This design comes from an exercise in tuning for small area on the open sky130 flow, not from production work. The RTL was checked by simulation tests, not by an equivalence proof against the original design. Power and IR drop assume default switching activity. The flow treats the clock pin as an ideal source, which a real chip does not have.

Design rhd_recorder, start of the top module:
module rhd_recorder (
    input  wire                        clk,
    input  wire                        rstn,
    input  wire                        record_start,
    input  wire [4-1:0]  miso,
    output logic                       busy,
    output logic                       done,
    output logic                       cs,
    output logic                       sclk,
    output logic                       mosi,
    output rhd_pkg::channel_t          channel,
    output logic                       sample_valid,
    output rhd_pkg::sample_index_t     sample_index,
    output rhd_pkg::sample_t           sample_data
);
==> flow/config.mk <==
export PLATFORM = sky130hd
export DESIGN_NAME = rhd_recorder
export DESIGN_NICKNAME = rhd_recorder
export VERILOG_FILES = /design/flow/design.v
export SDC_FILE = /design/flow/constraint.sdc
export NUM_CORES = 4
export LEC_CHECK = 0
export CAP_MARGIN = 20
export CORE_MARGIN = 2
export CORE_UTILIZATION = 40
export CTS_BUF_LIST = sky130_fd_sc_hd__clkbuf_16
export CTS_CLUSTER_DIAMETER = 70
export CTS_CLUSTER_SIZE = 32
export SLEW_MARGIN = 20
==> flow/constraint.sdc <==
create_clock -name core_clock -period 10.0 [get_ports {clk}]
set_input_delay 2.0000 -clock core_clock [delete_from_list [all_inputs] [get_ports {clk}]]
set_output_delay 2.0000 -clock core_clock [all_outputs]
set_load 0.01 [all_outputs]
standard.sh (not shown) runs the stock make flow with config.mk's settings and CLKGATE_MAP_FILE= SYNTH_SCRIPT=/design/flow/synth_recipe.tcl, a recipe that flattens the netlist after the stock synthesis.
==> flow/flow/run.sh <==
#!/bin/bash
# Standard layout with two CTS/port-buffer changes: no dummy loads in the
# clock tree, and the smallest buffer on the ports.
set -euo pipefail
cd "$(dirname "$0")/.."
bash standard.sh \
  "CTS_ARGS=-sink_clustering_enable -repair_clock_nets -sink_clustering_size 35 -sink_clustering_max_diameter 70 -buf_list sky130_fd_sc_hd__clkbuf_16 -dont_use_dummy_load" \
  "BUFFER_PORTS_ARGS=-buffer_cell sky130_fd_sc_hd__buf_1" \
  finish > flow_make.log 2>&1
The first run went through all stages and came out clean.
Rerun with:
==> flow/flow/run.sh (replaced) <==
#!/bin/bash
# Standard layout with three changes:
#  - synthesis maps logic with an area-only ABC script (flow/abc_area_map.script);
#    everything else in synthesis is the standard script, so the registers are
#    the standard synthesis's;
#  - no dummy loads in the clock tree, larger leaf clusters;
#  - the smallest buffer on the ports.
set -euo pipefail
cd "$(dirname "$0")/.."
rm -rf synth_scripts
cp -r "$FLOW_HOME/scripts" synth_scripts
cp flow/abc_area_map.script synth_scripts/abc_speed.script
bash standard.sh "SCRIPTS_DIR=$PWD/synth_scripts" synth > flow_synth.log 2>&1
bash standard.sh \
  "CTS_ARGS=-sink_clustering_enable -repair_clock_nets -sink_clustering_size 37 -sink_clustering_max_diameter 90 -buf_list sky130_fd_sc_hd__clkbuf_16 -dont_use_dummy_load" \
  "BUFFER_PORTS_ARGS=-buffer_cell sky130_fd_sc_hd__buf_1" \
  finish > flow_make.log 2>&1
==> flow/flow/abc_area_map.script (new file) <==
strash
dc2
dch -f
map -a
topo
Settings changed: CORE_UTILIZATION 40 to 55, PLACE_DENSITY from default to 0.65.
=> The changed run finished clean. Clock skew falls by 0.016 ns. Power decreases by 2.2%. Maximum frequency falls by 8.3%. Global-route usage came out higher by 3.6 points. Critical path depth goes up by 4. Setup slack gets worse by 0.55 ns. Count of clock-buffer cells in the layout falls by 23.
Rerun with:
==> flow/flow/run.sh (replaced) <==
#!/bin/bash
# Standard layout with two CTS/port-buffer changes: no dummy loads in the
# clock tree, and the smallest buffer on the ports.
set -euo pipefail
cd "$(dirname "$0")/.."
bash standard.sh \
  "CTS_ARGS=-sink_clustering_enable -repair_clock_nets -sink_clustering_size 32 -sink_clustering_max_diameter 70 -buf_list {sky130_fd_sc_hd__clkbuf_8 sky130_fd_sc_hd__clkbuf_16} -sink_clustering_buffer sky130_fd_sc_hd__clkbuf_16 -dont_use_dummy_load" \
  "BUFFER_PORTS_ARGS=-buffer_cell sky130_fd_sc_hd__buf_1" \
  finish > flow_make.log 2>&1
Settings changed: CORE_UTILIZATION 55 to 40, PLACE_DENSITY 0.65 to default.
removed: flow/flow/abc_area_map.script
=> Setup slack improves by 0.55 ns; design area grows by 2.8%; core utilization fell by 15 points; register-to-register slack is better by 0.42 ns; routed wire length increases by 2.2%; synthesized area goes up by 1.1%; fmax climbs by 9.0%; global-route usage came out lower by 3.6 points; clock power went up by 10%.

========
## old
rhd_recorder, a different RTL version from the one above (not shown whole).
Size in the first run: ~4900 cells after synthesis, roughly 89000 sq um of cells after synthesis.
Design rhd_recorder, start of the top module:
module rhd_recorder (
    input  wire                        clk,
    input  wire                        rstn,
    input  wire                        record_start,
    input  wire [4-1:0]  miso,
    output logic                       busy,
    output logic                       done,
    output logic                       cs,
    output logic                       sclk,
    output logic                       mosi,
    output rhd_pkg::channel_t          channel,
    output logic                       sample_valid,
    output rhd_pkg::sample_index_t     sample_index,
    output rhd_pkg::sample_t           sample_data
);
clock: 10.0 ns
lec_check: 0
cap_margin: 20
core_margin: 2
core_utilization: 40
cts_buf_list: sky130_fd_sc_hd__clkbuf_8
cts_cluster_diameter: 50
cts_cluster_size: 20
slew_margin: 20
run.sh (not shown) runs the stock make flow with config.mk's settings and CLKGATE_MAP_FILE= SYNTH_SCRIPT=/design/flow/synth_recipe.tcl, a recipe that flattens the netlist after the stock synthesis.
Stock flow here: none of the scripts above is used.
[inputs] new vs old
Settings: swapping 50 for 70 in CTS_CLUSTER_DIAMETER; swapping 20 for 32 in CTS_CLUSTER_SIZE; swapping sky130_fd_sc_hd__clkbuf_8 for sky130_fd_sc_hd__clkbuf_16 in CTS_BUF_LIST.
==> notes.md <==
Per the final summary, new finished and its layout is clean on timing, DRC and antenna.
Worst-margin pin slew in new is 0.047 ns below old.
Summary of new over old: final worst-path setup slack has increased; detailed-routed wire length on met2 has decreased.

========
RTL: one of the versions met above, not the one the previous note started from.
For scale: ~4,900 cells after synthesis, ~43 I/O pins, ~86,000 um^2 of cells after synthesis.
clock: 10.0 ns
lec_check: 0
cap_margin: 20
core_margin: 2
core_utilization: 55
cts_buf_list: sky130_fd_sc_hd__clkbuf_16
cts_cluster_diameter: 70
cts_cluster_size: 32
place_density: 0.65
slew_margin: 20
standard.sh (not shown) runs the stock make flow with config.mk's settings and CLKGATE_MAP_FILE= SYNTH_SCRIPT=/design/flow/synth_recipe.tcl, a recipe that flattens the netlist after the stock synthesis.
==> flow/flow/run.sh <==
#!/bin/bash
# Standard layout with three changes:
#  - synthesis maps logic with an area-only ABC script (flow/abc_area_map.script);
#    everything else in synthesis is the standard script, so the registers are
#    the standard synthesis's;
#  - no dummy loads in the clock tree, larger leaf clusters;
#  - the smallest buffer on the ports.
set -euo pipefail
cd "$(dirname "$0")/.."
rm -rf synth_scripts
cp -r "$FLOW_HOME/scripts" synth_scripts
cp flow/abc_area_map.script synth_scripts/abc_speed.script
bash standard.sh "SCRIPTS_DIR=$PWD/synth_scripts" synth > flow_synth.log 2>&1
bash standard.sh \
  "CTS_ARGS=-sink_clustering_enable -repair_clock_nets -sink_clustering_size 36 -sink_clustering_max_diameter 90 -buf_list sky130_fd_sc_hd__clkbuf_16 -dont_use_dummy_load" \
  "BUFFER_PORTS_ARGS=-buffer_cell sky130_fd_sc_hd__buf_1" \
  finish > flow_make.log 2>&1
==> flow/flow/abc_area_map.script <==
strash
dc2
dch -f
map -a
topo
The starting point completed with no timing, DRC or antenna violations.
Next try:
Settings changed: CORE_UTILIZATION 55 to 65, PLACE_DENSITY 0.65 to 0.75.
After rerunning: Design area goes down by 0.48%; non-clock buffer count goes down by 3; area after synthesis is unchanged; register-to-register slack loses 0.26 ns; final cell count goes down by 4.3%; setup slack gains 0.033 ns; wire length goes up by 7.7%; sequential share of layout area goes up by 0.43 points.
Next try:
==> flow/flow/run.sh (replaced) <==
#!/bin/bash
# Standard layout with two CTS/port-buffer changes: no dummy loads in the
# clock tree, and the smallest buffer on the ports.
set -euo pipefail
cd "$(dirname "$0")/.."
bash standard.sh \
  "CTS_ARGS=-sink_clustering_enable -repair_clock_nets -sink_clustering_size 35 -sink_clustering_max_diameter 90 -buf_list sky130_fd_sc_hd__clkbuf_16 -dont_use_dummy_load" \
  "BUFFER_PORTS_ARGS=-buffer_cell sky130_fd_sc_hd__buf_1" \
  finish > flow_make.log 2>&1
Settings changed: CAP_MARGIN 20 to 0, CORE_UTILIZATION 65 to 40, PLACE_DENSITY 0.75 to not set, SLEW_MARGIN 20 to 0.
removed: flow/flow/abc_area_map.script
Setup slack gets better by 0.27 ns; sequential share of layout area decreases by 2.1 points; non-clock buffer count rose by 6; hold slack loses 0.0084 ns; total power stays flat.

[re-timing with driven ports]
In the flow no input, the clock included, has a driving cell. The finished layouts below were timed again as built, in two steps. Step 1, drivers: a clkbuf_16 drives clk and a buf_2 each remaining input, both assumed. Step 2 also shifts input and output timing later by t, the mid clock arrival at the registers, as if the neighbouring blocks saw the same clock. Slacks: ideal / step 1 / step 2; pairs: ideal / step 1.
run	t (ns)	setup WS [ns]	pins driven straight from the clock port
the first run of note 1	0.847	3.878 / 3.794 / 4.640	1
the second run of note 1	0.842	3.325 / 3.251 / 4.093	1
the third run of note 1	0.827	3.877 / 3.795 / 4.621	1
old	1.050	3.453 / 3.378 / 4.428	1
new	0.885	3.545 / 3.467 / 4.352	1
the first run of note 3	0.837	3.402 / 3.329 / 4.166	1
the second run of note 3	0.839	3.435 / 3.359 / 4.198	1
the third run of note 3	0.839	3.706 / 3.623 / 4.461	1
After both steps every run listed still meets setup and hold.
